From an optimization exercise on the open Yosys and OpenROAD flow, aimed at small area, a short achievable clock period and few clock cycles per item; shortcuts taken in it are not production practice.
No functional check of the RTL was part of any run shown here.
Power and IR drop assume default switching activity.

### flow/run.sh
#!/bin/bash
# Standard ORFS layout, with the setup repair aimed at a tighter slack target.
# The clock, the constraints and every step are the standard flow's own (standard.sh); only
# the repair target differs. Each tool's output is kept in a log file here.
set -euo pipefail
cd "$(dirname "$0")/.."
bash standard.sh synth > flow_synth.log 2>&1
margin=$(cat flow/margin.txt)
echo "export SETUP_SLACK_MARGIN = ${margin}" >> config.mk
bash standard.sh > flow_layout.log 2>&1
### flow/margin.txt
6.3
### standard.sh
#!/bin/bash
# synth_recipe.tcl (not shown) runs the flow's synth.tcl, then flattens the netlist and writes it again
# the make line also repeats each setting of config.mk as NAME=value (left out here)
make -C /OpenROAD-flow-scripts/flow DESIGN_CONFIG=/design/flow/config.mk WORK_HOME=/design/flow/orfs CLKGATE_MAP_FILE= SYNTH_SCRIPT=/design/flow/synth_recipe.tcl "${@:-finish}"
### config.mk
export PLATFORM = sky130hd
export DESIGN_NAME = sliding_median_filter
export DESIGN_NICKNAME = sliding_median_filter
export VERILOG_FILES = /design/flow/design.v
export SDC_FILE = /design/flow/constraint.sdc
export NUM_CORES = 4
export LEC_CHECK = 0
export CAP_MARGIN = 20
export CORE_MARGIN = 2
export CORE_UTILIZATION = 40
export SLEW_MARGIN = 20
export SETUP_SLACK_MARGIN = 6.3
### constraint.sdc
create_clock -name core_clock -period 10.0 [get_ports {clk}]
set_input_delay 2.0000 -clock core_clock [delete_from_list [all_inputs] [get_ports {clk}]]
set_output_delay 2.0000 -clock core_clock [all_outputs]
set_load 0.01 [all_outputs]
### design.v
package smf_pkg;
    localparam int MAX_WINDOW   = 15;
    localparam int SAMPLE_WIDTH = 16;
    localparam int CFG_WIDTH    = 4;
    localparam logic [CFG_WIDTH-1:0] WINDOW_LEN_RESET = CFG_WIDTH'(3);
    function automatic logic slt16(input logic [15:0] a, input logic [15:0] b);
        logic [15:0] lt0, gt0;
        logic [7:0]  lt1, gt1;
        logic [3:0]  lt2, gt2;
        logic [1:0]  lt3, gt3;
        for (int i = 0; i < 16; i++)
        begin
            lt0[i] = (i == 15) ? (a[i] & ~b[i]) : (~a[i] & b[i]);
            gt0[i] = (i == 15) ? (~a[i] & b[i]) : (a[i] & ~b[i]);
        end
        for (int i = 0; i < 8; i++)
        begin
            lt1[i] = lt0[2*i+1] | (~gt0[2*i+1] & lt0[2*i]);
            gt1[i] = gt0[2*i+1] | (~lt0[2*i+1] & gt0[2*i]);
        end
        for (int i = 0; i < 4; i++)
        begin
            lt2[i] = lt1[2*i+1] | (~gt1[2*i+1] & lt1[2*i]);
            gt2[i] = gt1[2*i+1] | (~lt1[2*i+1] & gt1[2*i]);
        end
        for (int i = 0; i < 2; i++)
        begin
            lt3[i] = lt2[2*i+1] | (~gt2[2*i+1] & lt2[2*i]);
            gt3[i] = gt2[2*i+1] | (~lt2[2*i+1] & gt2[2*i]);
        end
        slt16 = lt3[1] | (~gt3[1] & lt3[0]);
    endfunction
    function automatic logic ugt4(input logic [3:0] a, input logic [3:0] b);
        logic [3:0] gt0, lt0;
        logic [1:0] gt1, lt1;
        gt0 = a & ~b;
        lt0 = ~a & b;
        gt1[0] = gt0[1] | (~lt0[1] & gt0[0]);
        gt1[1] = gt0[3] | (~lt0[3] & gt0[2]);
        lt1[1] = lt0[3] | (~gt0[3] & lt0[2]);
        ugt4 = gt1[1] | (~lt1[1] & gt1[0]);
    endfunction
    function automatic logic [3:0] updn4(input logic [3:0] r, input logic up, input logic dn);
        logic [3:0] t;
        t[0] = up | dn;
        t[1] = (up & r[0]) | (dn & ~r[0]);
        t[2] = (up & r[0] & r[1]) | (dn & ~r[0] & ~r[1]);
        t[3] = (up & r[0] & r[1] & r[2]) | (dn & ~r[0] & ~r[1] & ~r[2]);
        updn4 = r ^ t;
    endfunction
    function automatic logic [3:0] pop15(input logic [14:0] v);
        logic [4:0] s1, c1;
        logic       s2a, c2a, s2b, c2b;
        logic       s3a, c3a, s3b, c3b, s3c, c3c;
        logic       s4, c4;
        for (int i = 0; i < 5; i++)
        begin
            s1[i] = v[3*i] ^ v[3*i+1] ^ v[3*i+2];
            c1[i] = (v[3*i] & v[3*i+1]) | (v[3*i] & v[3*i+2]) | (v[3*i+1] & v[3*i+2]);
        end
        s2a = s1[0] ^ s1[1] ^ s1[2];
        c2a = (s1[0] & s1[1]) | (s1[0] & s1[2]) | (s1[1] & s1[2]);
        s2b = s2a ^ s1[3] ^ s1[4];
        c2b = (s2a & s1[3]) | (s2a & s1[4]) | (s1[3] & s1[4]);
        s3a = c1[0] ^ c1[1] ^ c1[2];
        c3a = (c1[0] & c1[1]) | (c1[0] & c1[2]) | (c1[1] & c1[2]);
        s3b = c1[3] ^ c1[4] ^ c2a;
        c3b = (c1[3] & c1[4]) | (c1[3] & c2a) | (c1[4] & c2a);
        s3c = s3a ^ s3b ^ c2b;
        c3c = (s3a & s3b) | (s3a & c2b) | (s3b & c2b);
        s4 = c3a ^ c3b ^ c3c;
        c4 = (c3a & c3b) | (c3a & c3c) | (c3b & c3c);
        pop15 = {c4, s4, s3c, s2b};
    endfunction
endpackage
import smf_pkg::*;
module smf_front (
    input  logic        clk,
    input  logic        rst_n,
    input  logic [3:0]  window_len,
    input  logic        adv,
    input  logic        adv_next,
    input  logic        samples_valid,
    output logic        samples_ready,
    input  logic [15:0] samples_sample,
    input  logic        samples_end_of_seq,
    output logic        a_v,
    output logic        a_fill,
    output logic        a_emit,
    output logic        a_last,
    output logic [3:0]  a_ws,
    output logic [15:0] a_y
);
    logic [2:0] h;
    logic [3:0] w_m1;
    logic       rdy_q;
    logic       in_seq_q;
    logic [2:0] k_q;
    logic [2:0] fl_q;
    logic [3:0] wp_q;
    logic       take;
    logic       flush_ent;
    logic       ent_fill;
    logic [2:0] k_inc;
    logic       emit_c;
    logic       emit_f;
    logic [3:0] wp_inc;
    logic [2:0] fl_next;
    assign h    = window_len[3:1];
    assign w_m1 = {window_len[3:1], 1'b0};
    assign samples_ready = rdy_q;
    assign take          = samples_valid && rdy_q;
    assign flush_ent     = adv && (fl_q != 3'd0);
    assign ent_fill      = !in_seq_q;
    assign k_inc         = (k_q == 3'd7) ? 3'd7 : k_q + 3'd1;
    assign emit_c        = (k_inc >= h);
    assign emit_f        = (h == 3'd0);
    assign wp_inc        = (wp_q == w_m1) ? 4'd0 : wp_q + 4'd1;
    always_comb
    begin
        fl_next = fl_q;
        if (take)
            fl_next = samples_end_of_seq ? h : 3'd0;
        else if (flush_ent)
            fl_next = fl_q - 3'd1;
    end
    always_ff @(posedge clk or negedge rst_n)
    begin
        if (!rst_n)
        begin
            rdy_q    <= 1'b0;
            in_seq_q <= 1'b0;
            k_q      <= '0;
            fl_q     <= '0;
            wp_q     <= '0;
            a_v      <= 1'b0;
            a_fill   <= 1'b0;
            a_emit   <= 1'b0;
            a_last   <= 1'b0;
            a_ws     <= '0;
        end
        else
        begin
            rdy_q <= adv_next && (fl_next == 3'd0);
            fl_q  <= fl_next;
            if (adv)
            begin
                a_v  <= take || flush_ent;
                a_ws <= wp_q;
                if (take)
                begin
                    in_seq_q <= !samples_end_of_seq;
                    k_q      <= ent_fill ? 3'd0 : k_inc;
                    wp_q     <= ent_fill ? 4'd0 : wp_inc;
                    a_fill   <= ent_fill;
                    a_emit   <= ent_fill ? emit_f : emit_c;
                    a_last   <= samples_end_of_seq && (h == 3'd0);
                end
                else if (flush_ent)
                begin
                    k_q    <= k_inc;
                    wp_q   <= wp_inc;
                    a_fill <= 1'b0;
                    a_emit <= emit_c;
                    a_last <= (fl_q == 3'd1);
                end
            end
        end
    end
    always_ff @(posedge clk)
    begin
        if (take)
            a_y <= samples_sample;
    end
endmodule
import smf_pkg::*;
module smf_queue (
    input  logic        clk,
    input  logic        rst_n,
    input  logic        push,
    input  logic [15:0] push_median,
    input  logic        push_last,
    output logic        adv,
    output logic        adv_next,
    output logic        medians_valid,
    input  logic        medians_ready,
    output logic [15:0] medians_median,
    output logic        medians_last_out
);
    logic        skid_v_q;
    logic [15:0] skid_med_q;
    logic        skid_last_q;
    logic        pop;
    logic        head_load;
    assign adv       = !skid_v_q;
    assign pop       = medians_valid && medians_ready;
    assign head_load = !medians_valid || pop;
    assign adv_next  = skid_v_q ? head_load : !(push && !head_load);
    always_ff @(posedge clk or negedge rst_n)
    begin
        if (!rst_n)
        begin
            medians_valid <= 1'b0;
            skid_v_q      <= 1'b0;
        end
        else
        begin
            if (head_load)
                medians_valid <= skid_v_q || push;
            if (skid_v_q)
                skid_v_q <= !head_load;
            else
                skid_v_q <= push && !head_load;
        end
    end
    always_ff @(posedge clk)
    begin
        if (head_load)
        begin
            medians_median   <= skid_v_q ? skid_med_q  : push_median;
            medians_last_out <= skid_v_q ? skid_last_q : push_last;
        end
        if (!skid_v_q)
        begin
            skid_med_q  <= push_median;
            skid_last_q <= push_last;
        end
    end
endmodule
import smf_pkg::*;
module smf_back (
    input  logic        clk,
    input  logic        rst_n,
    input  logic [3:0]  window_len,
    input  logic        adv,
    input  logic        a_v,
    input  logic        a_fill,
    input  logic        a_emit,
    input  logic        a_last,
    input  logic [3:0]  a_ws,
    input  logic [15:0] a_y,
    output logic        push,
    output logic [15:0] push_median,
    output logic        push_last
);
    localparam int N = MAX_WINDOW;
    logic [15:0] x_q [N];
    logic [3:0]  r_q [N];
    logic         b_v, b_fill, b_emit, b_last;
    logic [N-1:0] b_sel;
    logic [15:0]  b_y;
    logic [N-1:0] b_le;
    logic         b_cb;
    logic         c_v, c_last;
    logic         p_v;
    logic [N-1:0] p_sel;
    logic [3:0]   p_r;
    logic [3:0]   ro_q;
    logic [2:0]   h;
    logic [3:0]   w_m1;
    logic [N-1:0] act;
    logic [N-1:0] a_sel;
    logic [N-1:0] a_c;
    logic         a_cb;
    logic [N-1:0] pend;
    logic [3:0]   p_upd;
    logic         p_up, p_dn;
    logic [3:0]   ro_r;
    logic         ro_le, ro_dn;
    logic [N-1:0] dec;
    logic [N-1:0] up;
    logic [N-1:0] dn;
    logic [3:0]   r_upd [N];
    logic [3:0]   r_new;
    logic [3:0]   ro_next;
    logic [15:0]  med;
    assign h    = window_len[3:1];
    assign w_m1 = {window_len[3:1], 1'b0};
    assign a_cb = smf_pkg::slt16(a_y, b_y);
    always_comb
    begin
        for (int i = 0; i < N; i++)
        begin
            act[i]   = (4'(i) <= w_m1);
            a_sel[i] = (a_ws == 4'(i));
            a_c[i]   = (b_v && (b_fill || b_sel[i])) ? a_cb : smf_pkg::slt16(a_y, x_q[i]);
        end
    end
    always_comb
    begin
        for (int i = 0; i < N; i++)
            p_sel[i] = (4'(i) == w_m1) ? b_sel[0] : ((i < N - 1) ? b_sel[(i + 1) % N] : 1'b0);
        pend = p_v ? p_sel : '0;
        for (int i = 0; i < N; i++)
        begin
            dec[i]   = smf_pkg::ugt4(r_q[i], ro_q);
            up[i]    = ~b_le[i] & ~dec[i];
            dn[i]    = b_le[i] & dec[i];
            r_upd[i] = smf_pkg::updn4(r_q[i], up[i], dn[i]);
        end
        p_up  = b_cb;
        p_dn  = smf_pkg::ugt4(p_r, ro_q);
        p_upd = smf_pkg::updn4(p_r, p_up & ~p_dn, p_dn & ~p_up);
        r_new = smf_pkg::pop15(b_le);
        ro_r  = '0;
        ro_le = 1'b0;
        for (int i = 0; i < N; i++)
            if (a_sel[i])
            begin
                ro_r  = ro_r | r_q[i];
                ro_le = ro_le | b_le[i];
            end
        ro_dn = smf_pkg::ugt4(ro_r, ro_q);
        if (b_v && b_fill)
            ro_next = '0;
        else if (b_v)
            ro_next = smf_pkg::updn4(ro_r, ~ro_le & ~ro_dn, ro_le & ro_dn);
        else
            ro_next = ro_r;
    end
    always_ff @(posedge clk or negedge rst_n)
    begin
        if (!rst_n)
        begin
            b_v <= 1'b0;
            c_v <= 1'b0;
            p_v <= 1'b0;
        end
        else if (adv)
        begin
            b_v <= a_v;
            c_v <= b_v && b_emit;
            if (b_v)
                p_v <= !b_fill;
            else
                p_v <= 1'b0;
        end
    end
    always_ff @(posedge clk)
    begin
        if (adv)
        begin
            b_fill <= a_fill;
            b_emit <= a_emit;
            b_last <= a_last;
            b_sel  <= a_sel;
            b_y    <= a_y;
            b_cb   <= a_cb;
            b_le   <= ~a_c & act & ~a_sel;
            c_last <= b_last;
            p_r    <= r_new;
            ro_q   <= ro_next;
        end
    end
    always_ff @(posedge clk)
    begin
        for (int i = 0; i < N; i++)
        begin
            if (adv && b_v && (b_fill || b_sel[i]))
                x_q[i] <= b_y;
            if (adv)
            begin
                if (b_v && b_fill)
                    r_q[i] <= 4'(i);
                else if (b_v && b_sel[i])
                    r_q[i] <= r_q[i];
                else if (pend[i])
                    r_q[i] <= b_v ? p_upd : p_r;
                else if (b_v)
                    r_q[i] <= r_upd[i];
            end
        end
    end
    always_comb
    begin
        med = '0;
        for (int i = 0; i < N; i++)
            if (act[i] && (pend[i] ? (p_r == {1'b0, h}) : (r_q[i] == {1'b0, h})))
                med = med | x_q[i];
    end
    assign push        = adv && c_v;
    assign push_median = med;
    assign push_last   = c_last;
endmodule
import smf_pkg::*;
module sliding_median_filter (
    input  logic                 clk,
    input  logic                 rst_n,
    input  logic                 samples_valid,
    output logic                 samples_ready,
    input  logic [15:0]          samples_sample,
    input  logic                 samples_end_of_seq,
    output logic                 medians_valid,
    input  logic                 medians_ready,
    output logic [15:0]          medians_median,
    output logic                 medians_last_out,
    input  logic                 cfg_valid,
    output logic                 cfg_ready,
    input  logic [3:0]           cfg_window_len
);
    logic [CFG_WIDTH-1:0] window_len_reg;
    logic        adv;
    logic        adv_next;
    logic        a_v, a_fill, a_emit, a_last;
    logic [3:0]  a_ws;
    logic [15:0] a_y;
    logic        push;
    logic [15:0] push_median;
    logic        push_last;
    assign cfg_ready = 1'b1;
    always_ff @(posedge clk or negedge rst_n)
    begin
        if (!rst_n)
            window_len_reg <= WINDOW_LEN_RESET;
        else if (cfg_valid)
            window_len_reg <= cfg_window_len;
    end
    smf_front u_front (
        .clk                (clk),
        .rst_n              (rst_n),
        .window_len         (window_len_reg),
        .adv                (adv),
        .adv_next           (adv_next),
        .samples_valid      (samples_valid),
        .samples_ready      (samples_ready),
        .samples_sample     (samples_sample),
        .samples_end_of_seq (samples_end_of_seq),
        .a_v                (a_v),
        .a_fill             (a_fill),
        .a_emit             (a_emit),
        .a_last             (a_last),
        .a_ws               (a_ws),
        .a_y                (a_y)
    );
    smf_back u_back (
        .clk         (clk),
        .rst_n       (rst_n),
        .window_len  (window_len_reg),
        .adv         (adv),
        .a_v         (a_v),
        .a_fill      (a_fill),
        .a_emit      (a_emit),
        .a_last      (a_last),
        .a_ws        (a_ws),
        .a_y         (a_y),
        .push        (push),
        .push_median (push_median),
        .push_last   (push_last)
    );
    smf_queue u_queue (
        .clk              (clk),
        .rst_n            (rst_n),
        .push             (push),
        .push_median      (push_median),
        .push_last        (push_last),
        .adv              (adv),
        .adv_next         (adv_next),
        .medians_valid    (medians_valid),
        .medians_ready    (medians_ready),
        .medians_median   (medians_median),
        .medians_last_out (medians_last_out)
    );
endmodule
==> key figures, run 1 <==
Setup path
  • Type of the worst setup path: reg2reg
  • Required time of the critical path: approximately 10 ns
  • CP startpoint kind: register
  • Slowest cell delay on critical path: 0.57 ns
  • Largest delay contributor family on the critical path: compound AO/OA/AOI/OAI gates
  • Kind of capture point of the worst setup path: register
  • Slowest library cell on the worst path: sky130_fd_sc_hd__dfrtp_4
  • Max Fanout on Critical Path: 18
  • Crit path buffers/inverters: 1
  • CP cell instances: or2_2 -> nor2_2 -> a222oi_1 -> o2111a_2 -> nand2_1 -> a31oi_1 -> maj3_1 -> inv_1 -> ha_1 -> and3_1 -> mux2i_1 -> mux2_2 -> o22ai_1
  • Worst EP arrival: 4.04 ns

Power and ir drop
  • Worst ir drop on vdd: between 0.00015 and 0.0002 V
  • Cell-internal power: 6.424 mW
  • Ratio of total power to cell area: a little under 400 nW/um2
  • Fraction of power consumed by the clock network: 17.8%
  • Static leakage: 10.13 nW
  • Flop pwr share: 37.2%
  • Switching power summed over all nets: 4.844 mW
  • Combinational share of power: 45.0%
  • Sw frac: 42.99%
  • Power Total: 11.27 mW

Cells and area
  • Area Overhead vs Synth: 14.88%
  • Ratio of cells with drive above 1 in the final layout: 12.48%
  • Largest reg by FF count: u_back.x_q
  • Filler Cell Count: 5610
  • Final layout net count: 2448
  • Largest registers in the final layout: u_back.x_q: 240 flops, u_back.r_q: 60 flops
  • Multi-input gate area in the final layout: 11210 um2
  • Area taken by flip-flops and latches: 12830 um2
  • Diodes inserted: 0
  • Max FFs per register: 240

Routing
  • Number of detailed-route iterations in the first pass: 6
  • Number of DRC violations after detailed routing: 0
  • Routed vias/inst: 6.170
  • Post-detailed-route count of antenna-violating nets: 0
  • Initial DRC count: 2467
  • Detailed-route wire length per cell: 25.71 um
  • Total routed wirelength: 82310 um
  • Via count of the routed design: 19750

Timing
  • Finish-stage setup viols: 0
  • Unrepaired setup endpoints after global routing: false
  • Total count of max-transition violations in the final report: 0
  • Total negative setup slack: 0 ns
  • Final critical-path share of the clock period: 36.05%
  • Maximum clock skew at final layout: 0.05509 ns
  • Shortest period the worst path allows: 3.605 ns
  • Slew HR: 20.46%
  • Actual transition at the worst max-transition pin: 1.193 ns
  • Max frequency: 0.2774 GHz
  • Final hold viol count: 0

Die
  • Die area: 64040 um2
  • Die boundary height: 253.1 um
  • Horizontal die dimension: 253.1 um
  • Number of top-level pins: 46
  • Area of the core region: roughly 61000 um2
  • Initial core utilization: 40.36%
  • Core Rows: slightly above 90

Global routing
  • First-pass GRT wire length: 120900 um
  • Via count of the first global-routing pass: 18950
  • Number of antenna violations at the first check in global routing: 0
  • Remaining Overflow, GRT: 0
  • Maximum number of pins on one net before global-route repair: between 50 and 60
  • Total Routing Usage GR: between 20% and 30%

Placement
  • Post-detailed-placement half-perimeter wirelength: 54670 um
  • Total of buffers placed on input and output ports: 43
  • Final weighted congestion in routability-driven placement: between 0.9 and 1

Synthesis
  • Share of Yosys cell area claimed by the top area cell type: 47.44%
  • Most instantiated cells after synthesis: sky130_fd_sc_hd__edfxtp_1, sky130_fd_sc_hd__nor2_1, sky130_fd_sc_hd__nand2_1
  • Syn nets: approximately 2400
  • Average footprint of a synthesized cell: 10.64 um2
  • Share of synthesized registers carrying an async set or reset: between 6 and 7%
  • Dominant cells by area after synthesis: sky130_fd_sc_hd__edfxtp_1, sky130_fd_sc_hd__maj3_1, sky130_fd_sc_hd__nor2_1, sky130_fd_sc_hd__o21ai_0, sky130_fd_sc_hd__dfrtp_1
  • Count of mapped cells out of synthesis: 2333
  • Flops & latches, synth: between 400 and 500
  • Post-synthesis cell type count: 76
  • Number of enable-type register cells in the synthesized netlist: 392
  • Sequential share of the synthesized area: 51.64%
  • Number of warnings issued by yosys: 7
  • Synth Flop Type: sky130_fd_sc_hd__edfxtp_1
  • Syn Std Cell Area: about 25000 um2
  • Area leader, netlist: sky130_fd_sc_hd__edfxtp_1
  • Dominant cell by count in the synthesized netlist: sky130_fd_sc_hd__edfxtp_1

CTS
  • Latest clock arrival within the worst-skew pair: ~0.64 ns
  • Buffer cell driving the clock tree root: sky130_fd_sc_hd__clkbuf_16
  • Clock sink count: 437
  • H-tree Lvls: 2
  • Clock buffer depth: 3
  • CTS clk-pin slew, worst paths: 0.06 ns
  • TritonCTS buffer count: 50
  • TritonCTS clock tree: yes

Run
  • Max-cap violations: 0

Outcome
  • Outcome: timing/DRC/antenna clean

Worst hold path
  • Hold/Removal Path Class: reg2reg
==> final timing paths <==
kind | slack (ns) | to | cells after the start | startpoint
setup / recovery | 6.40 | u_back.ro_q[3]$_SDFFCE_PP0N_ | 13 | u_front.a_ws[0]$_DFFE_PN0N_
hold / removal | 0.43 | u_back.c_last$_DFFE_PN_ | 0 | u_back.b_last$_DFFE_PN_
setup reg to reg | 6.40 | u_back.ro_q[3]$_SDFFCE_PP0N_ | 13 | u_front.a_ws[0]$_DFFE_PN0N_
hold reg to reg | 0.43 | u_back.c_last$_DFFE_PN_ | 0 | u_back.b_last$_DFFE_PN_
max in group asynchronous | 7.92 | window_len_reg[1]$_DFFE_PN1P_ | 2 | rst_n
min in group asynchronous | 1.75 | u_back.c_v$_DFFE_PN0N_ | 2 | rst_n
==> worst reg2reg max path, stage by stage (launching register included) <==
cell                       delay, ns
sky130_fd_sc_hd__dfrtp_4        0.57
sky130_fd_sc_hd__or2_2          0.33
sky130_fd_sc_hd__nor2_2         0.12
sky130_fd_sc_hd__a222oi_1       0.51
sky130_fd_sc_hd__o2111a_2       0.38
sky130_fd_sc_hd__nand2_1        0.07
sky130_fd_sc_hd__a31oi_1        0.15
sky130_fd_sc_hd__maj3_1         0.22
sky130_fd_sc_hd__inv_1          0.06
sky130_fd_sc_hd__ha_1           0.19
sky130_fd_sc_hd__and3_1         0.19
sky130_fd_sc_hd__mux2i_1        0.17
sky130_fd_sc_hd__mux2_2         0.35
sky130_fd_sc_hd__o22ai_1        0.11
==> routing by layer <==
metal	vias up	wire length (um)	GRT usage, %
li1	8770	-	-
met1	9725	33330	33.23
met2	1034	37660	40.17
met3	221	7344	4.287
met4	0	3965	12.49
met5	-	0	0
==> cells by family (layout without fill, tap and decap cells) <==
kind of cell               Yosys count  in the layout  synth area share (%)
and+or+nand+nor                    618            618                 11.56
adders and majority gates          212            212                 9.560
xor gates and xnor gates           114            114                 4.024
DFF                                437            437                 51.64
buffers and inverters              290            368                 4.473
muxes                               44             44                 1.846
AOI/OAI and AO/OA                  617            617                 16.88
other                                1              1               0.01511
==> cells in the final DEF (no fill, tap or decap), types with 21 or more instances in the layout <==
cell type	synthesis	routed
sky130_fd_sc_hd__o21ai_0	142	141
sky130_fd_sc_hd__edfxtp_1	392	392
sky130_fd_sc_hd__a22oi_1	47	47
sky130_fd_sc_hd__nor2_1	198	180
sky130_fd_sc_hd__nor3_1	26	26
sky130_fd_sc_hd__maj3_1	131	129
sky130_fd_sc_hd__ha_1	42	42
sky130_fd_sc_hd__buf_4	2	79
sky130_fd_sc_hd__mux2i_1	30	30
sky130_fd_sc_hd__nor2b_1	67	64
sky130_fd_sc_hd__clkbuf_16	0	52
sky130_fd_sc_hd__a222oi_1	29	29
sky130_fd_sc_hd__clkdlybuf4s50_1	0	42
sky130_fd_sc_hd__maj3_2	28	30
sky130_fd_sc_hd__nand2_1	177	176
sky130_fd_sc_hd__o22ai_1	29	29
sky130_fd_sc_hd__nand3_1	40	40
sky130_fd_sc_hd__xor2_1	43	42
sky130_fd_sc_hd__nand2b_1	62	60
sky130_fd_sc_hd__inv_1	140	136
sky130_fd_sc_hd__o211ai_1	38	38
sky130_fd_sc_hd__xnor2_1	71	66
sky130_fd_sc_hd__dfrtp_1	27	21
sky130_fd_sc_hd__a21oi_1	128	115
sky130_fd_sc_hd__a221oi_1	41	39
sky130_fd_sc_hd__a22o_1	22	22
==> per-stage QoR <==
stage	hold slack (ns)	instance area (um2)	instances	setup slack, ns	utilization (%)
floorplan	0.4003	24820	2333	6.324	-
finish	0.4285	28510	3201	6.395	46.36
detailed placement	0.4136	26170	3071	5.603	42.56
global route	0.4380	28510	3201	6.218	46.36
CTS	0.4309	28200	3180	6.274	45.87
global placement	0.4095	26150	3071	5.730	42.53
==> what timing repair did <==
item	in CTS	in global routing
hold buffers	0	0
pin swaps	0	3
cloned	1	0
buffers inserted	14	20
resized for setup	30	38
setup endpoints to repair	47	71
==> final cells by class <==
type	instances	area share, %
timing repair buffer	127	3.814
timing repair inverter	1	0.01756
sequential	437	44.99
tap	790	3.467
multi-input combinational	1606	39.34
clock inverter	32	1.457
clock buffer	62	4.907
inverter	146	2.001
==> power by group through the flow <==
stage / logic [mW] / registers (mW) / clock network, mW
global placement: 4.60 / 4.16 / 0
CTS: 4.82 / 4.16 / 2.04
detailed placement: 4.76 / 4.19 / 0
floorplan: 3.43 / 3.68 / 0
finish: 5.07 / 4.19 / 2.01
global route: 5.53 / 4.26 / 2.10
==> inputs of run 2 (changes only) <==
==> flow/margin.txt (replaced) <==
6.5
--- a/config.mk
+++ b/config.mk
@@ -10,3 +10,3 @@
 export CORE_UTILIZATION = 40
 export SLEW_MARGIN = 20
-export SETUP_SLACK_MARGIN = 6.3
+export SETUP_SLACK_MARGIN = 6.5
==> run 2 against run 1 <==
- worst hold slack improved by 0.0017 ns
- clock skew fell by 0.020 ns
- cell count increased by 0.87%
- final area up 1.4%
- sequential cell count stayed put
- wire length increased by 1.8%
- highest routed layer is now met5
- global-route usage up 0.48 points
- largest power group unchanged
- combinational power grew 4.9%
==> key figures, run 2 <==
Worst hold path
  • Number of cells on the worst hold path: 0 (unchanged)
  • Worst hold path endpoint: u_back.c_last$_DFFE_PN_
  • Hold/Removal Path Class: reg2reg
  • Worst hold path startpoint: u_back.b_last$_DFFE_PN_

Global routing
  • Maximum number of pins on one net before global-route repair: 61 (+3.4%)
  • First-pass GRT wire length: 122800 um (+1.6%)
  • GRT met2 Usage: 40.68% (+0.51 points)
  • Number of antenna violations at the first check in global routing: 1 (+1)
  • Via count of the first global-routing pass: 19073 (+0.65%)
  • Global Route met1 Usage: 34.20% (+0.97 points)
  • Met3 track demand over resource in global routing: 3.978% (-0.31 points)
  • Layer carrying the most global-route usage: met2
  • Total Routing Usage GR: 25.68% (+0.48 points)
  • Remaining Overflow, GRT: 0 (unchanged)

Placement
  • Post-detailed-placement half-perimeter wirelength: 54700 um (about the same)
  • Total of buffers placed on input and output ports: 43 (unchanged)
  • Final weighted congestion in routability-driven placement: 0.9664 (-0.50%)

Synthesis
  • Dominant cells by area after synthesis: sky130_fd_sc_hd__edfxtp_1, sky130_fd_sc_hd__maj3_1, sky130_fd_sc_hd__nor2_1, sky130_fd_sc_hd__o21ai_0, sky130_fd_sc_hd__dfrtp_1
  • Sequential share of the synthesized area: 51.64% (unchanged)
  • Area leader, netlist: sky130_fd_sc_hd__edfxtp_1
  • Number of warnings issued by yosys: 7 (unchanged)
  • Syn nets: 2412 (unchanged)
  • Dominant cell by count in the synthesized netlist: sky130_fd_sc_hd__edfxtp_1
  • Most instantiated cells after synthesis: sky130_fd_sc_hd__edfxtp_1, sky130_fd_sc_hd__nor2_1, sky130_fd_sc_hd__nand2_1
  • Average footprint of a synthesized cell: 10.64 um2 (unchanged)
  • Share of synthesized registers carrying an async set or reset: 6.407% (unchanged)
  • Post-synthesis cell type count: 76 (unchanged)
  • Synth Flop Type: sky130_fd_sc_hd__edfxtp_1
  • Count of mapped cells out of synthesis: 2333 (unchanged)
  • Flops & latches, synth: 437 (unchanged)
  • Share of Yosys cell area claimed by the top area cell type: 47.44% (unchanged)
  • Number of enable-type register cells in the synthesized netlist: 392 (unchanged)
  • Syn Std Cell Area: 24810 um2 (unchanged)

CTS
  • Latest clock arrival within the worst-skew pair: 0.62 ns (-0.02 ns)
  • Buffer cell driving the clock tree root: sky130_fd_sc_hd__clkbuf_16
  • H-tree Lvls: 2 (unchanged)
  • TritonCTS clock tree: yes
  • Hold-fix buffers, CTS: 0 (unchanged)
  • Clock sink count: 437 (unchanged)
  • TritonCTS buffer count: 49 (-2.0%)
  • Clock buffer depth: 3 (unchanged)
  • CTS clk-pin slew, worst paths: 0.06 ns (about the same)

Die
  • Initial core utilization: 40.36% (unchanged)
  • Core Rows: 91 (unchanged)
  • Number of top-level pins: 46 (unchanged)
  • Die area: 64040 um2 (unchanged)
  • Horizontal die dimension: 253.1 um (unchanged)
  • Area of the core region: 61480 um2 (unchanged)
  • Die boundary height: 253.1 um (unchanged)

Routing
  • Total routed wirelength: 83750 um (+1.8%)
  • Post-detailed-route count of antenna-violating nets: 0 (unchanged)
  • Routed vias/inst: 6.178 (+0.14%)
  • Initial DRC count: 2487 (+0.81%)
  • Via count of the routed design: 19950 (+1.0%)
  • Number of detailed-route iterations in the first pass: 8 (+2)
  • Number of DRC violations after detailed routing: 0 (unchanged)
  • Detailed-route wire length per cell: 25.94 um (+0.87%)

Cells and area
  • Diodes inserted: 0 (unchanged)
  • Highest-count cells in the layout ignoring fill and taps: sky130_fd_sc_hd__edfxtp_1, sky130_fd_sc_hd__nor2_1, sky130_fd_sc_hd__nand2_1
  • Ratio of cells with drive above 1 in the final layout: 14.88% (+2.4 points)
  • Most common library cell in the layout ignoring fill and taps: sky130_fd_sc_hd__edfxtp_1
  • Final layout net count: 2477 (+1.2%)
  • Largest reg by FF count: u_back.x_q
  • Multi-input gate area in the final layout: 11460 um2 (+2.2%)
  • Max FFs per register: 240 (unchanged)
  • Area Overhead vs Synth: 16.52%
  • Filler Cell Count: 5590 (-0.36%)
  • Largest registers in the final layout: u_back.x_q: 240 flops, u_back.r_q: 60 flops
  • Area taken by flip-flops and latches: 12820 um2 (about the same)

Setup path
  • Type of the worst setup path: reg2reg
  • Worst EP arrival: 3.96 ns (-0.08 ns)
  • Critical register-to-register path startpoint: u_front.a_y[0]$_DFFE_PP_
  • Worst reg2reg path endpoint: u_back.b_le[14]$_DFFE_PN_
  • CP startpoint kind: register
  • Depth of the most critical reg-to-reg path: 13 (unchanged)
  • Required time of the critical path: 10.43 ns (about the same)
  • Kind of capture point of the worst setup path: register
  • Max Fanout on Critical Path: 6 (-12)
  • Worst reg2reg setup slack: 6.47 ns (+0.07 ns)

Timing
  • Unrepaired setup endpoints after global routing: true
  • Finish-stage setup viols: 0 (unchanged)
  • Total count of max-transition violations in the final report: 0 (unchanged)
  • Final hold viol count: 0 (unchanged)
  • Final critical-path share of the clock period: 35.32% (-0.73 points)
  • Slew HR: 21.16% (+0.70 points)
  • Maximum clock skew at final layout: 0.03556 ns (-0.01952 ns)
  • Max frequency: 0.2831 GHz (+2.1%)
  • Shortest period the worst path allows: 3.532 ns (-0.07264 ns)
  • Actual transition at the worst max-transition pin: 1.183 ns (-0.01056 ns)
  • Hold Worst Slack: 0.4303 ns (+0.001728 ns)
  • Total negative setup slack: 0 ns (unchanged)

Outcome
  • Outcome: timing/DRC/antenna clean

Run
  • Max-cap violations: 0 (unchanged)

Power and ir drop
  • Ratio of total power to cell area: 392.1 nW/um2 (-0.81%)
  • Static leakage: 10.33 nW (+1.9%)
  • Worst ir drop on vdd: 0.0001849 V (+0.75%)
==> run 2: cell counts after synthesis <==
No cell type changed its count.
==> run 2: kinds of logic after synthesis <==
| family | count (synthesis) | synth area share [%] |
|---|---|---|
| compound gates | 617 | 16.88 |
| xor+xnor | 114 | 4.024 |
| fa+ha+maj | 212 | 9.560 |
| buf+inv | 290 | 4.473 |
| flops | 437 | 51.64 |
| mux | 44 | 1.846 |
| other cells | 1 | 0.01511 |
| simple gates | 618 | 11.56 |
==> run 2: final cells by class <==
cell class                 count  area share, %
timing repair inverter         1        0.01731
multi-input combinational   1607          39.64
clock inverter                17         0.6275
clock buffer                  75          5.111
tap                          790          3.419
sequential                   437          44.35
timing repair buffer         156          4.847
inverter                     146          1.995
==> run 2: how the worst max path moves through the flow <==
stage / slack (ns) / depth (start not counted) / start / end
floorplan: 6.62 / 16 / u_front.a_ws[0]$_DFFE_PN0N_ / u_back.ro_q[3]$_SDFFCE_PP0N_
global placement: 5.83 / 10 / u_front.a_y[5]$_DFFE_PP_ / u_back.b_le[6]$_DFFE_PN_
detailed placement: 5.75 / 10 / u_front.a_y[5]$_DFFE_PP_ / u_back.b_le[6]$_DFFE_PN_
CTS: 6.38 / 10 / u_front.a_y[1]$_DFFE_PP_ / u_back.b_le[6]$_DFFE_PN_
global route: 6.29 / 10 / u_front.a_y[1]$_DFFE_PP_ / u_back.b_le[6]$_DFFE_PN_
finish: 6.47 / 13 / u_front.a_y[0]$_DFFE_PP_ / u_back.b_le[14]$_DFFE_PN_
==> run 2: worst max-delay path, cell delays in order, from the launching register on <==
cell                        delay [ns]
sky130_fd_sc_hd__edfxtp_1         0.36
sky130_fd_sc_hd__buf_4            0.12
sky130_fd_sc_hd__buf_6            0.11
sky130_fd_sc_hd__buf_12           0.11
sky130_fd_sc_hd__nor2b_1          0.04
sky130_fd_sc_hd__maj3_2           0.33
sky130_fd_sc_hd__maj3_2           0.32
sky130_fd_sc_hd__maj3_2           0.33
sky130_fd_sc_hd__maj3_2           0.32
sky130_fd_sc_hd__maj3_2           0.33
sky130_fd_sc_hd__o21ai_4          0.19
sky130_fd_sc_hd__o21bai_2         0.10
sky130_fd_sc_hd__maj3_2           0.37
sky130_fd_sc_hd__a2111oi_4        0.30
==> run 2: power by group <==
| group | total, mW | internal, mW | switching, mW |
|---|---|---|---|
| Sequential | 4.15 | 3.25 | 0.903 |
| Clock | 1.86 | 1.10 | 0.764 |
| Combinational | 5.32 | 2.08 | 3.24 |
| Total | 11.3 | 6.43 | 4.91 |
==> run 2: routing by layer <==
metal | vias to the layer above | share of wire, %
li1 | 8812 | -
met1 | 9862 | 40
met2 | 1050 | 45
met3 | 224 | 9.0
met4 | 2 | 5.5
met5 | - | 0.013
==> run 2: per-stage QoR <==
step | util [%] | total power, mW | area (um2) | setup slack [ns] | instances
floorplan | - | 7.106 | 24820 | 6.619 | 2333
detailed placement | 42.66 | 8.995 | 26230 | 5.750 | 3079
global route | 47.02 | 11.95 | 28910 | 6.295 | 3229
CTS | 46.16 | 11.01 | 28380 | 6.382 | 3203
global placement | 42.60 | 8.815 | 26190 | 5.829 | 3078
finish | 47.02 | 11.34 | 28910 | 6.468 | 3229
==> run 2: repair_timing <==
action | CTS | global route
pin swaps | 12 | 21
buffers inserted | 30 | 24
setup endpoints to repair | 87 | 67
endpoints found under the hold margin | 0 | 0
resized for setup | 79 | 64
cloned | 2 | 2
==> inputs of run 3 (changes only) <==
==> flow/margin.txt (replaced) <==
6.6
--- a/config.mk
+++ b/config.mk
@@ -10,3 +10,3 @@
 export CORE_UTILIZATION = 40
 export SLEW_MARGIN = 20
-export SETUP_SLACK_MARGIN = 6.5
+export SETUP_SLACK_MARGIN = 6.6
==> run 3 against run 2 <==
- first-iteration DRC count down 0.92%
- synthesized cell count did not move
- highest routed layer unchanged
- largest power group unchanged
- maximum frequency up 0.90%
- sequential share of layout area fell by 0.33 points
- largest cell class unchanged
- final area rose by 0.75%
==> key figures, run 3 <==
Timing
  • Finish-stage setup viols: 0 (unchanged)
  • Unrepaired setup endpoints after global routing: true
  • Shortest period the worst path allows: 3.500 ns (-0.03166 ns)
  • Final critical-path share of the clock period: 35.00% (-0.32 points)
  • Total negative setup slack: 0 ns (unchanged)
  • Hold Worst Slack: 0.4303 ns (+0.00004500 ns)
  • Actual transition at the worst max-transition pin: 1.220 ns (+0.03713 ns)
  • Slew HR: 18.69% (-2.5 points)
  • Maximum clock skew at final layout: 0.03000 ns (-0.005569 ns)
  • Minimum setup slack in the final design: 6.500 ns (+0.03166 ns)
  • Total count of max-transition violations in the final report: 0 (unchanged)
  • Max frequency: 0.2857 GHz (+0.90%)
  • Final hold viol count: 0 (unchanged)

Setup path
  • Startpoint of the worst setup timing path: u_front.a_ws[2]$_DFFE_PN0N_
  • Worst reg2reg path endpoint: u_back.ro_q[3]$_SDFFCE_PP0N_
  • Max Fanout on Critical Path: 7 (+1)
  • Critical register-to-register path startpoint: u_front.a_ws[2]$_DFFE_PN0N_
  • Type of the worst setup path: reg2reg
  • CP cell instances: buf_12 -> nand2b_4 -> nor2_4 -> a222oi_1 -> o2111a_2 -> nand2_1 -> a31oi_1 -> maj3_2 -> inv_1 -> ha_2 -> and3_4 -> mux2i_1 -> mux2_2 -> o22ai_2
  • Largest delay contributor family on the critical path: compound AO/OA/AOI/OAI gates
  • Slowest cell delay on critical path: 0.60 ns (+0.23 ns)
  • Worst EP arrival: 3.96 ns (about the same)
  • Slowest library cell on the worst path: sky130_fd_sc_hd__a222oi_1
  • Required time of the critical path: 10.46 ns (+0.03 ns)
  • Worst reg2reg setup slack: 6.50 ns (+0.03 ns)
  • CP startpoint kind: register
  • Crit path buffers/inverters: 2 (-1)
  • Depth of the most critical reg-to-reg path: 14 (+1)
  • Kind of capture point of the worst setup path: register

Cells and area
  • Most common library cell in the layout ignoring fill and taps: sky130_fd_sc_hd__edfxtp_1
  • Ratio of cells with drive above 1 in the final layout: 16.21% (+1.3 points)
  • Area taken by flip-flops and latches: 12820 um2 (unchanged)
  • Max FFs per register: 240 (unchanged)
  • Final Core Density: 47.38% (+0.35 points)
  • Cell Count, Final, Fillers Out: 3233 (+0.12%)
  • Largest registers in the final layout: u_back.x_q: 240 flops, u_back.r_q: 60 flops
  • Final layout net count: 2481 (+0.16%)
  • Area Overhead vs Synth: 17.40%
  • Highest-count cells in the layout ignoring fill and taps: sky130_fd_sc_hd__edfxtp_1, sky130_fd_sc_hd__nor2_1, sky130_fd_sc_hd__nand2_1
  • Largest reg by FF count: u_back.x_q
  • Diodes inserted: 0 (unchanged)
  • Post-route design area: 29130 um2 (+0.75%)
  • Filler Cell Count: 5554 (-0.64%)
  • Multi-input gate area in the final layout: 11630 um2 (+1.5%)

Synthesis
  • Number of warnings issued by yosys: 7 (unchanged)
  • Share of synthesized registers carrying an async set or reset: 6.407% (unchanged)
  • Dominant cells by area after synthesis: sky130_fd_sc_hd__edfxtp_1, sky130_fd_sc_hd__maj3_1, sky130_fd_sc_hd__nor2_1, sky130_fd_sc_hd__o21ai_0, sky130_fd_sc_hd__dfrtp_1
  • Dominant cell by count in the synthesized netlist: sky130_fd_sc_hd__edfxtp_1
  • Post-synthesis cell type count: 76 (unchanged)
  • Share of Yosys cell area claimed by the top area cell type: 47.44% (unchanged)
  • Average footprint of a synthesized cell: 10.64 um2 (unchanged)
  • Syn nets: 2412 (unchanged)
  • Number of enable-type register cells in the synthesized netlist: 392 (unchanged)
  • Flops & latches, synth: 437 (unchanged)
  • Count of mapped cells out of synthesis: 2333 (unchanged)
  • Syn Std Cell Area: 24810 um2 (unchanged)
  • Most instantiated cells after synthesis: sky130_fd_sc_hd__edfxtp_1, sky130_fd_sc_hd__nor2_1, sky130_fd_sc_hd__nand2_1
  • Sequential share of the synthesized area: 51.64% (unchanged)
  • Area leader, netlist: sky130_fd_sc_hd__edfxtp_1
  • Synth Flop Type: sky130_fd_sc_hd__edfxtp_1

Power and ir drop
  • Sw frac: 43.34% (about the same)
  • Ratio of total power to cell area: 390.6 nW/um2 (-0.39%)
  • Combinational share of power: 47.1% (about the same)
  • Switching power summed over all nets: 4.931 mW (+0.42%)
  • Cell-internal power: 6.447 mW (+0.31%)
  • Static leakage: 10.40 nW (+0.68%)
  • Power Total: 11.38 mW (+0.36%)
  • Fraction of power consumed by the clock network: 16.3% (about the same)
  • Flop pwr share: 36.5% (about the same)
  • Worst ir drop on vdd: 0.0001872 V (+1.2%)

Global routing
  • Number of antenna violations at the first check in global routing: 2 (+1)
  • Maximum number of pins on one net before global-route repair: 61 (unchanged)
  • Total Routing Usage GR: 25.83% (+0.15 points)
  • First-pass GRT wire length: 123300 um (+0.46%)
  • Via count of the first global-routing pass: 19128 (+0.29%)
  • Remaining Overflow, GRT: 0 (unchanged)

CTS
  • Clock buffer depth: 3 (unchanged)
  • Buffer cell driving the clock tree root: sky130_fd_sc_hd__clkbuf_16
  • Clock sink count: 437 (unchanged)
  • H-tree Lvls: 2 (unchanged)
  • Hold-fix buffers, CTS: 0 (unchanged)
  • TritonCTS buffer count: 49 (unchanged)
  • Latest clock arrival within the worst-skew pair: 0.61 ns (about the same)
  • TritonCTS clock tree: yes
  • CTS clk-pin slew, worst paths: 0.06 ns (about the same)

Worst hold path
  • Worst hold path endpoint: u_back.c_last$_DFFE_PN_
  • Hold/Removal Path Class: reg2reg
  • Worst hold path startpoint: u_back.b_last$_DFFE_PN_
  • Number of cells on the worst hold path: 0 (unchanged)

Die
  • Horizontal die dimension: 253.1 um (unchanged)
  • Initial core utilization: 40.36% (unchanged)
  • Die area: 64040 um2 (unchanged)
  • Number of top-level pins: 46 (unchanged)
  • Die boundary height: 253.1 um (unchanged)
  • Core Rows: 91 (unchanged)
  • Area of the core region: 61480 um2 (unchanged)

Run
  • Max-cap violations: 0 (unchanged)

Routing
  • Total routed wirelength: 83880 um (+0.15%)
  • Routed vias/inst: 6.187 (+0.13%)
  • Number of DRC violations after detailed routing: 0 (unchanged)
  • Detailed-route wire length per cell: 25.94 um (about the same)
  • Initial DRC count: 2464 (-0.92%)
  • Via count of the routed design: 20001 (+0.26%)
  • Post-detailed-route count of antenna-violating nets: 0 (unchanged)
  • Number of detailed-route iterations in the first pass: 9 (+1)

Placement
  • Pre-CTS worst setup slack: 5.750 ns (unchanged)
  • Post-detailed-placement half-perimeter wirelength: 54700 um (unchanged)
  • Area after detailed placement: 26230 um2 (unchanged)
  • Number of cells after detailed placement: 3079 (unchanged)
  • Final weighted congestion in routability-driven placement: 0.9664 (unchanged)
  • Total of buffers placed on input and output ports: 43 (unchanged)

Outcome
  • Outcome: timing/DRC/antenna clean
==> run 3: final cells by class <==
cell class / instances / area share [%]
Tap cell: 790 / 3.393
Sequential cell: 437 / 44.02
Inverter: 146 / 2.002
Clock buffer: 75 / 5.073
Clock inverter: 17 / 0.6228
Timing Repair Buffer: 159 / 4.931
Multi-Input combinational cell: 1607 / 39.92
Timing Repair inverter: 2 / 0.03866
==> run 3: power by group through the flow <==
stage	clock network (mW)	logic (mW)	registers, mW
floorplan	0	3.42	3.68
global placement	0	4.70	4.12
detailed placement	0	4.84	4.15
CTS	1.88	5.10	4.10
global route	1.95	5.82	4.23
finish	1.86	5.36	4.16
==> run 3: per-layer routing <==
metal	global-route usage (%)	wire [um]	vias to the layer above
met1	34.24	33980	9920
met4	12.83	4504	2
li1	-	-	8822
met5	0	16	-
met2	41.15	38180	1043
met3	4.091	7199	214
==> run 3: repair_timing <==
action | 4_1_cts | 5_1_grt
setup endpoints to repair | 107 | 70
gates resized for setup | 116 | 92
pin swaps | 14 | 59
setup buffers | 37 | 20
cloned | 2 | 3
==> run 3: how the worst max path moves through the flow <==
| stage | end | depth (start not counted) |
|---|---|---|
| after floorplan | u_back.ro_q[3]$_SDFFCE_PP0N_ | 16 |
| after global placement | u_back.b_le[6]$_DFFE_PN_ | 10 |
| after detailed placement | u_back.b_le[6]$_DFFE_PN_ | 10 |
| after CTS | u_back.b_le[6]$_DFFE_PN_ | 10 |
| after global routing | u_back.b_le[5]$_DFFE_PN_ | 11 |
| final | u_back.ro_q[3]$_SDFFCE_PP0N_ | 14 |
==> run 3: kinds of logic (layout without fill, tap and decap cells) <==
kind of cell    Yosys count  count (layout)  synth area share [%]
compound gates          617             617                 16.88
mux                      44              45                 1.846
xor+xnor                114             114                 4.024
buf+inv                 290             399                 4.473
other cells               1               1               0.01511
fa+ha+maj               212             212                 9.560
simple gates            618             618                 11.56
flops                   437             437                 51.64
==> inputs of run 4 (changes only) <==
--- a/config.mk
+++ b/config.mk
@@ -8,5 +8,6 @@
 export CAP_MARGIN = 20
 export CORE_MARGIN = 2
-export CORE_UTILIZATION = 40
+export CORE_UTILIZATION = 55
+export PLACE_DENSITY = 0.72
 export SLEW_MARGIN = 20
 export SETUP_SLACK_MARGIN = 6.6
==> run 4 against run 3 <==
- combinational power is 1% lower
- via count is 1.3% higher
- maximum frequency is 0.79% lower
- critical path depth stayed put
- clock power hardly changed
- clock skew is 0.0031 ns lower
- sequential power hardly changed
- largest cell class unchanged
==> key figures, run 4 <==
Cells and area
  • Most common library cell in the layout ignoring fill and taps: sky130_fd_sc_hd__edfxtp_1
  • Filler Cell Count: 3358 (-40%)
  • Cell Count, Final, Fillers Out: 3032 (-6.2%)
  • Ratio of cells with drive above 1 in the final layout: 15.20% (-1.0 points)
  • Post-route design area: 28730 um2 (-1.4%)
  • Max FFs per register: 240 (unchanged)
  • Final layout net count: 2481 (unchanged)
  • Highest-count cells in the layout ignoring fill and taps: sky130_fd_sc_hd__edfxtp_1, sky130_fd_sc_hd__nor2_1, sky130_fd_sc_hd__nand2_1
  • Area Overhead vs Synth: 15.77%
  • Diodes inserted: 0 (unchanged)
  • Largest registers in the final layout: u_back.x_q: 240 flops, u_back.r_q: 60 flops
  • Final Core Density: 64.68% (+17 points)
  • Largest reg by FF count: u_back.x_q

Setup path
  • Count of cell instances traversed by the critical path: 14 (unchanged)
  • Depth of the most critical reg-to-reg path: 14 (unchanged)
  • Slowest library cell on the worst path: sky130_fd_sc_hd__a222oi_1
  • CP endpoint: u_back.ro_q[2]$_SDFFCE_PP0N_
  • Worst EP arrival: 3.84 ns (-0.12 ns)
  • CP cell instances: buf_12 -> and2_4 -> a22o_1 -> a222oi_1 -> o2111a_2 -> nand2_1 -> a31oi_1 -> maj3_2 -> inv_2 -> ha_4 -> and3_4 -> o211ai_1 -> o31a_1 -> o22ai_1
  • Critical register-to-register path startpoint: u_front.a_ws[2]$_DFFE_PN0N_
  • Largest delay contributor family on the critical path: compound AO/OA/AOI/OAI gates
  • Slowest cell delay on critical path: 0.57 ns (-0.03 ns)
  • Crit path buffers/inverters: 2 (unchanged)
  • CP startpoint kind: register
  • Worst reg2reg path endpoint: u_back.ro_q[2]$_SDFFCE_PP0N_
  • Kind of capture point of the worst setup path: register
  • Startpoint of the worst setup timing path: u_front.a_ws[2]$_DFFE_PN0N_
  • Required time of the critical path: 10.31 ns (-0.15 ns)
  • Worst reg2reg setup slack: 6.47 ns (-0.03 ns)
  • Type of the worst setup path: reg2reg
  • Max Fanout on Critical Path: 5 (-2)

CTS
  • Clock sink count: 437 (unchanged)
  • CTS clk-pin slew, worst paths: 0.06 ns (about the same)
  • TritonCTS buffer count: 47 (-4.1%)
  • Buffer cell driving the clock tree root: sky130_fd_sc_hd__clkbuf_16
  • TritonCTS clock tree: yes
  • Latest clock arrival within the worst-skew pair: 0.60 ns (about the same)
  • H-tree Lvls: 2 (unchanged)
  • Clock buffer depth: 3 (unchanged)

Routing
  • Routed vias/inst: 6.684 (+8.0%)
  • Initial DRC count: 2989 (+21%)
  • Number of detailed-route iterations in the first pass: 9 (unchanged)
  • Via count of the routed design: 20266 (+1.3%)
  • Number of DRC violations after detailed routing: 0 (unchanged)
  • Detailed-route wire length per cell: 26.69 um (+2.9%)
  • Post-detailed-route count of antenna-violating nets: 0 (unchanged)
  • Total routed wirelength: 80920 um (-3.5%)

Synthesis
  • Number of enable-type register cells in the synthesized netlist: 392 (unchanged)
  • Share of synthesized registers carrying an async set or reset: 6.407% (unchanged)
  • Share of Yosys cell area claimed by the top area cell type: 47.44% (unchanged)
  • Most instantiated cells after synthesis: sky130_fd_sc_hd__edfxtp_1, sky130_fd_sc_hd__nor2_1, sky130_fd_sc_hd__nand2_1
  • Sequential share of the synthesized area: 51.64% (unchanged)
  • Synth Flop Type: sky130_fd_sc_hd__edfxtp_1
  • Syn nets: 2412 (unchanged)
  • Dominant cell by count in the synthesized netlist: sky130_fd_sc_hd__edfxtp_1
  • Average footprint of a synthesized cell: 10.64 um2 (unchanged)
  • Dominant cells by area after synthesis: sky130_fd_sc_hd__edfxtp_1, sky130_fd_sc_hd__maj3_1, sky130_fd_sc_hd__nor2_1, sky130_fd_sc_hd__o21ai_0, sky130_fd_sc_hd__dfrtp_1
  • Number of warnings issued by yosys: 7 (unchanged)
  • Area leader, netlist: sky130_fd_sc_hd__edfxtp_1
  • Count of mapped cells out of synthesis: 2333 (unchanged)
  • Post-synthesis cell type count: 76 (unchanged)
  • Flops & latches, synth: 437 (unchanged)
  • Syn Std Cell Area: 24810 um2 (unchanged)

Power and ir drop
  • Static leakage: 10.38 nW (-0.16%)
  • Ratio of total power to cell area: 394.2 nW/um2 (+0.92%)
  • Worst ir drop on vdd: 0.0002269 V (+21%)

Timing
  • Unrepaired setup endpoints after global routing: true
  • Maximum clock skew at final layout: 0.02687 ns (-0.003131 ns)
  • Final critical-path share of the clock period: 35.28% (+0.28 points)
  • Total count of max-transition violations in the final report: 0 (unchanged)
  • Total negative setup slack: 0 ns (unchanged)
  • Max frequency: 0.2834 GHz (-0.79%)
  • Slew HR: 26.10% (+7.4 points)
  • Final hold viol count: 0 (unchanged)
  • Actual transition at the worst max-transition pin: 1.108 ns (-0.1112 ns)
  • Finish-stage setup viols: 0 (unchanged)
  • Shortest period the worst path allows: 3.528 ns (+0.02796 ns)

Die
  • Initial core utilization: 55.87% (+16 points)
  • Core Rows: 77 (-15%)
  • Number of top-level pins: 46 (unchanged)
  • Area of the core region: 44410 um2 (-28%)
  • Horizontal die dimension: 216.4 um (-14%)
  • Die boundary height: 216.4 um (-14%)
  • Die area: 46830 um2 (-27%)

Placement
  • Number of cells after detailed placement: 2876 (-6.6%)
  • Total of buffers placed on input and output ports: 43 (unchanged)
  • Final weighted congestion in routability-driven placement: 0.9616 (-0.50%)
  • Post-detailed-placement half-perimeter wirelength: 52450 um (-4.1%)
  • Area after detailed placement: 25880 um2 (-1.3%)

Worst hold path
  • Hold/Removal Path Class: reg2reg

Global routing
  • Remaining Overflow, GRT: 0 (unchanged)
  • Total Routing Usage GR: 33.79% (+8.0 points)
  • Maximum number of pins on one net before global-route repair: 62 (+1.6%)
  • First-pass GRT wire length: 119000 um (-3.5%)
  • Via count of the first global-routing pass: 19445 (+1.7%)
  • Number of antenna violations at the first check in global routing: 0 (-2)

Outcome
  • Outcome: timing/DRC/antenna clean

Run
  • Max-cap violations: 0 (unchanged)
==> run 4: cell families (layout without fill, tap and decap cells) <==
family | count (synthesis) | in the layout | share of synthesized area (%)
xor+xnor | 114 | 114 | 4.024
compound gates | 617 | 617 | 16.88
flops | 437 | 437 | 51.64
other cells | 1 | 1 | 0.01511
mux | 44 | 44 | 1.846
simple gates | 618 | 618 | 11.56
fa+ha+maj | 212 | 212 | 9.560
buf+inv | 290 | 397 | 4.473
==> run 4: cell type report <==
cell class / count / area [um2] / share of cell area (%)
clock buffer: 63 / 1351 / 4.704
multi-input combinational: 1606 / 11450 / 39.88
timing repair inverter: 1 / 5.005 / 0.01742
sequential: 437 / 12830 / 44.65
clock inverter: 24 / 316.6 / 1.102
tap: 592 / 740.7 / 2.579
timing repair buffer: 163 / 1461 / 5.087
inverter: 146 / 569.3 / 1.982
==> run 4: through the flow <==
| stage | setup slack, ns | power, mW | hold slack [ns] |
|---|---|---|---|
| after floorplan | 6.619 | 7.106 | 0.4003 |
| after global routing | 6.313 | 11.87 | 0.4343 |
| after detailed placement | 5.392 | 8.846 | 0.4176 |
| after global placement | 5.401 | 8.640 | 0.4029 |
| after CTS | 6.479 | 10.91 | 0.4311 |
| final | 6.472 | 11.32 | 0.4268 |
==> run 4: repair_timing <==
| item | CTS | global route |
|---|---|---|
| buffers inserted | 41 | 24 |
| pin swaps | 23 | 32 |
| gates resized for setup | 106 | 58 |
| cloned | 1 | 2 |
| setup endpoints to repair | 139 | 88 |
| hold buffers | 0 | 0 |
==> run 4: worst min-delay path by stage <==
stage	cells after the start	slack (ns)	from	end
after floorplan	0	0.40	u_back.b_last$_DFFE_PN_	u_back.c_last$_DFFE_PN_
after global placement	0	0.40	u_back.b_last$_DFFE_PN_	u_back.c_last$_DFFE_PN_
after detailed placement	0	0.42	u_back.b_last$_DFFE_PN_	u_back.c_last$_DFFE_PN_
after CTS	0	0.43	u_back.b_last$_DFFE_PN_	u_back.c_last$_DFFE_PN_
after global routing	0	0.43	u_back.b_last$_DFFE_PN_	u_back.c_last$_DFFE_PN_
final	0	0.43	u_back.b_last$_DFFE_PN_	u_back.c_last$_DFFE_PN_
==> run 4: routing by layer <==
layer	track usage (%)	vias up	share of wire (%)
met3	6.204	315	11
li1	-	8811	-
met2	52.62	1366	44
met4	19.61	0	7.2
met1	44.53	9774	38
met5	0	-	0
==> run 4: power breakdown <==
part	internal, mW	total, mW	leakage, nW	switching (mW)
Sequential	3.25	4.14	4.25	0.890
Combinational	2.06	5.30	5.31	3.24
Clock	1.13	1.88	0.823	0.748
Total	6.45	11.3	10.4	4.88
==> inputs of run 5 (changes only) <==
--- a/config.mk
+++ b/config.mk
@@ -8,6 +8,7 @@
 export CAP_MARGIN = 20
 export CORE_MARGIN = 2
-export CORE_UTILIZATION = 55
-export PLACE_DENSITY = 0.72
+export CORE_UTILIZATION = 40
+export CTS_CLUSTER_DIAMETER = 80
+export CTS_CLUSTER_SIZE = 20
 export SLEW_MARGIN = 20
 export SETUP_SLACK_MARGIN = 6.6
==> run 5 against run 4 <==
- still clean on timing, DRC and antenna
- die area up 37%
- clock power down 28%
- worst hold slack better by 0.0010 ns
- maximum frequency up 1.9%
- via count down 2.5%
==> key figures, run 5 <==
Worst hold path
  • Hold/Removal Path Class: reg2reg
  • Number of cells on the worst hold path: 0 (unchanged)

Timing
  • Slew HR: 21.99% (-4.1 points)
  • Unrepaired setup endpoints after global routing: true
  • Maximum clock skew at final layout: 0.04370 ns (+0.01683 ns)
  • Total negative setup slack: 0 ns (unchanged)
  • Finish-stage setup viols: 0 (unchanged)
  • Final hold viol count: 0 (unchanged)
  • Max frequency: 0.2889 GHz (+1.9%)
  • Actual transition at the worst max-transition pin: 1.170 ns (+0.06162 ns)
  • Shortest period the worst path allows: 3.461 ns (-0.06726 ns)
  • Total count of max-transition violations in the final report: 0 (unchanged)
  • Final critical-path share of the clock period: 34.61% (-0.67 points)

Cells and area
  • Largest reg by FF count: u_back.x_q
  • Post-route design area: 28560 um2 (-0.58%)
  • Largest registers in the final layout: u_back.x_q: 240 flops, u_back.r_q: 60 flops
  • Final layout net count: 2466 (-0.60%)
  • Area taken by flip-flops and latches: 12820 um2 (about the same)
  • Most common library cell in the layout ignoring fill and taps: sky130_fd_sc_hd__edfxtp_1
  • Diodes inserted: 0 (unchanged)
  • Final Core Density: 46.45% (-18 points)
  • Cell Count, Final, Fillers Out: 3201 (+5.6%)
  • Highest-count cells in the layout ignoring fill and taps: sky130_fd_sc_hd__edfxtp_1, sky130_fd_sc_hd__nor2_1, sky130_fd_sc_hd__nand2_1
  • Area Overhead vs Synth: 15.10%
  • Max FFs per register: 240 (unchanged)
  • Filler Cell Count: 5603 (+67%)
  • Multi-input gate area in the final layout: 11630 um2 (+1.5%)
  • Ratio of cells with drive above 1 in the final layout: 15.22% (+0.017 points)

Power and ir drop
  • Sw frac: 44.81% (+1.8 points)
  • Combinational share of power: 49.5% (+2.7 points)
  • Flop pwr share: 38.0% (+1.4 points)
  • Ratio of total power to cell area: 382.1 nW/um2 (-3.1%)
  • Switching power summed over all nets: 4.890 mW (+0.30%)
  • Worst ir drop on vdd: 0.0001999 V (-12%)
  • Fraction of power consumed by the clock network: 12.5% (-4.1 points)
  • Static leakage: 10.11 nW (-2.7%)
  • Power Total: 10.91 mW (-3.6%)
  • Cell-internal power: 6.023 mW (-6.6%)

Synthesis
  • Share of Yosys cell area claimed by the top area cell type: 47.44% (unchanged)
  • Flops & latches, synth: 437 (unchanged)
  • Post-synthesis cell type count: 76 (unchanged)
  • Dominant cells by area after synthesis: sky130_fd_sc_hd__edfxtp_1, sky130_fd_sc_hd__maj3_1, sky130_fd_sc_hd__nor2_1, sky130_fd_sc_hd__o21ai_0, sky130_fd_sc_hd__dfrtp_1
  • Dominant cell by count in the synthesized netlist: sky130_fd_sc_hd__edfxtp_1
  • Number of enable-type register cells in the synthesized netlist: 392 (unchanged)
  • Syn Std Cell Area: 24810 um2 (unchanged)
  • Most instantiated cells after synthesis: sky130_fd_sc_hd__edfxtp_1, sky130_fd_sc_hd__nor2_1, sky130_fd_sc_hd__nand2_1
  • Average footprint of a synthesized cell: 10.64 um2 (unchanged)
  • Synth Flop Type: sky130_fd_sc_hd__edfxtp_1
  • Share of synthesized registers carrying an async set or reset: 6.407% (unchanged)
  • Number of warnings issued by yosys: 7 (unchanged)
  • Area leader, netlist: sky130_fd_sc_hd__edfxtp_1
  • Sequential share of the synthesized area: 51.64% (unchanged)
  • Count of mapped cells out of synthesis: 2333 (unchanged)
  • Syn nets: 2412 (unchanged)

Outcome
  • Outcome: timing/DRC/antenna clean

Die
  • Die area: 64040 um2 (+37%)
  • Core Rows: 91 (+18%)
  • Area of the core region: 61480 um2 (+38%)
  • Number of top-level pins: 46 (unchanged)
  • Initial core utilization: 40.36% (-16 points)
  • Horizontal die dimension: 253.1 um (+17%)
  • Die boundary height: 253.1 um (+17%)

CTS
  • Hold-fix buffers, CTS: 0 (unchanged)
  • TritonCTS buffer count: 31 (-34%)
  • CTS clk-pin slew, worst paths: 0.09 ns (+0.03 ns)
  • Clock sink count: 437 (unchanged)
  • Latest clock arrival within the worst-skew pair: 0.63 ns (+0.03 ns)
  • Buffer cell driving the clock tree root: sky130_fd_sc_hd__clkbuf_16
  • TritonCTS clock tree: yes
  • H-tree Lvls: 1 (-1)
  • Clock buffer depth: 3 (unchanged)

Placement
  • Number of cells after detailed placement: 3079 (+7.1%)
  • Total of buffers placed on input and output ports: 43 (unchanged)
  • Area after detailed placement: 26230 um2 (+1.3%)
  • Final weighted congestion in routability-driven placement: 0.9664 (+0.50%)
  • Post-detailed-placement half-perimeter wirelength: 54700 um (+4.3%)

Global routing
  • Total Routing Usage GR: 25.52% (-8.3 points)
  • Via count of the first global-routing pass: 18923 (-2.7%)
  • First-pass GRT wire length: 122500 um (+2.9%)
  • Maximum number of pins on one net before global-route repair: 61 (-1.6%)
  • Remaining Overflow, GRT: 0 (unchanged)
  • Number of antenna violations at the first check in global routing: 1 (+1)

Setup path
  • Worst EP arrival: 3.91 ns (+0.07 ns)
  • Worst reg2reg setup slack: 6.54 ns (+0.07 ns)
  • Depth of the most critical reg-to-reg path: 13 (-1)
  • Type of the worst setup path: reg2reg
  • Kind of capture point of the worst setup path: register
  • Required time of the critical path: 10.45 ns (+0.14 ns)
  • CP startpoint kind: register
  • Max Fanout on Critical Path: 12 (+7)

Routing
  • Routed vias/inst: 6.170 (-7.7%)
  • Number of detailed-route iterations in the first pass: 6 (-3)
  • Post-detailed-route count of antenna-violating nets: 0 (unchanged)
  • Detailed-route wire length per cell: 26.10 um (-2.2%)
  • Total routed wirelength: 83550 um (+3.3%)
  • Initial DRC count: 2469 (-17%)
  • Via count of the routed design: 19751 (-2.5%)
  • Number of DRC violations after detailed routing: 0 (unchanged)

Run
  • Max-cap violations: 0 (unchanged)
-- run 5: cell type report --
type                            instances  area share (%)
Inverter                              146           2.033
Multi-Input combinational cell       1607           40.71
Sequential cell                       437           44.90
Clock inverter                         14          0.6133
Clock buffer                           43           3.023
Timing Repair inverter                  1         0.01752
Timing Repair Buffer                  163           5.244
Tap cell                              790           3.461
-- run 5: layer usage --
layer	global-route usage [%]	vias to the layer above	routed length [um]
li1	-	8764	-
met1	34.42	9723	33580
met2	41.27	1080	38550
met3	3.516	182	7687
met4	10.68	2	3716
met5	0	-	15
-- run 5: final timing paths --
| path | start | end |
|---|---|---|
| worst max register to register | u_front.a_y[1]$_DFFE_PP_ | u_back.b_le[11]$_DFFE_PN_ |
| worst min register to register | u_back.b_last$_DFFE_PN_ | u_back.c_last$_DFFE_PN_ |
| worst min-delay path | u_back.b_last$_DFFE_PN_ | u_back.c_last$_DFFE_PN_ |
| max in group asynchronous | rst_n | window_len_reg[1]$_DFFE_PN1P_ |
| worst max-delay path | u_front.a_y[1]$_DFFE_PP_ | u_back.b_le[11]$_DFFE_PN_ |
| min in group asynchronous | rst_n | u_front.a_ws[0]$_DFFE_PN0N_ |
-- run 5: kinds of logic after synthesis --
logic type	after synthesis	share of synthesized area [%]
adder cells (fa/ha/maj)	212	9.560
buffers and inverters	290	4.473
multiplexers	44	1.846
other	1	0.01511
AND/OR/NAND/NOR	618	11.56
flip-flops	437	51.64
AO/OA/AOI/OAI	617	16.88
XOR/XNOR	114	4.024
-- run 5: worst max-delay path, stage by stage (launching register included) --
cell                       delay [ns]
sky130_fd_sc_hd__edfxtp_1        0.46
sky130_fd_sc_hd__inv_4           0.12
sky130_fd_sc_hd__buf_4           0.15
sky130_fd_sc_hd__maj3_1          0.34
sky130_fd_sc_hd__maj3_1          0.36
sky130_fd_sc_hd__maj3_1          0.41
sky130_fd_sc_hd__a21bo_2         0.24
sky130_fd_sc_hd__a31o_2          0.29
sky130_fd_sc_hd__a31oi_4         0.20
sky130_fd_sc_hd__buf_12          0.14
sky130_fd_sc_hd__buf_4           0.11
sky130_fd_sc_hd__buf_4           0.13
sky130_fd_sc_hd__nor2_1          0.05
sky130_fd_sc_hd__a211oi_1        0.26
-- run 5: repair_timing --
| action | CTS | global route |
|---|---|---|
| cloned | 3 | 3 |
| endpoints found under the setup margin | 107 | 69 |
| setup buffers | 40 | 19 |
| pin swaps | 12 | 51 |
| resized for setup | 121 | 79 |
-- run 5: per-stage QoR --
step	setup WS, ns	hold WS, ns
2_1_floorplan	6.619	0.4003
3_5_place_dp	5.750	0.4200
3_3_place_gp	5.829	0.4071
5_1_grt	6.473	0.4318
4_1_cts	6.463	0.4293
6_report	6.539	0.4278
-- run 5: power groups by stage --
stage | sequential, mW | combinational [mW] | clock (mW)
6_report | 4.15 | 5.40 | 1.36
3_5_place_dp | 4.15 | 4.84 | 0
3_3_place_gp | 4.12 | 4.70 | 0
5_1_grt | 4.22 | 5.85 | 1.44
4_1_cts | 4.09 | 5.10 | 1.38
2_1_floorplan | 3.68 | 3.42 | 0

[static timing again, ports no longer ideal]
Ports are ideal in the flow. The routed layouts listed here were re-timed in OpenROAD. Step 1, drivers: a clkbuf_16 drives clk and a buf_2 each remaining input, both assumed. Step 2 times the ports against the registers' clock, not the clock port: input delays grow and output delays shrink by t, the midpoint of the rising clock arrivals with the driver on. a / b / c = ideal / step 1 / step 2; a / b = the first two.
| run | shift t [ns] | slack for setup (ns) | worst setup path after step 2 | latest minus earliest clock arrival (ns) | worst slew at a driven data input, ns |
|---|---|---|---|---|---|
| run 1 | 0.671 | 6.395 / 6.394 / 6.049 | input to register | 0.056 / 0.056 | 0.04 |
| run 2 | 0.661 | 6.468 / 6.468 / 6.068 | input to register | 0.036 / 0.035 | 0.04 |
| run 3 | 0.657 | 6.500 / 6.500 / 6.164 | input to register | 0.030 / 0.030 | 0.04 |
| run 4 | 0.644 | 6.472 / 6.472 / 6.197 | input to register | 0.027 / 0.028 | 0.05 |
| run 5 | 0.675 | 6.539 / 6.539 / 6.128 | input to register | 0.044 / 0.044 | 0.04 |
After both steps every run listed still meets setup and hold. The setup slack of run 5, which loses most, moves by 0.000 ns with the drivers and by -0.411 ns with both steps.
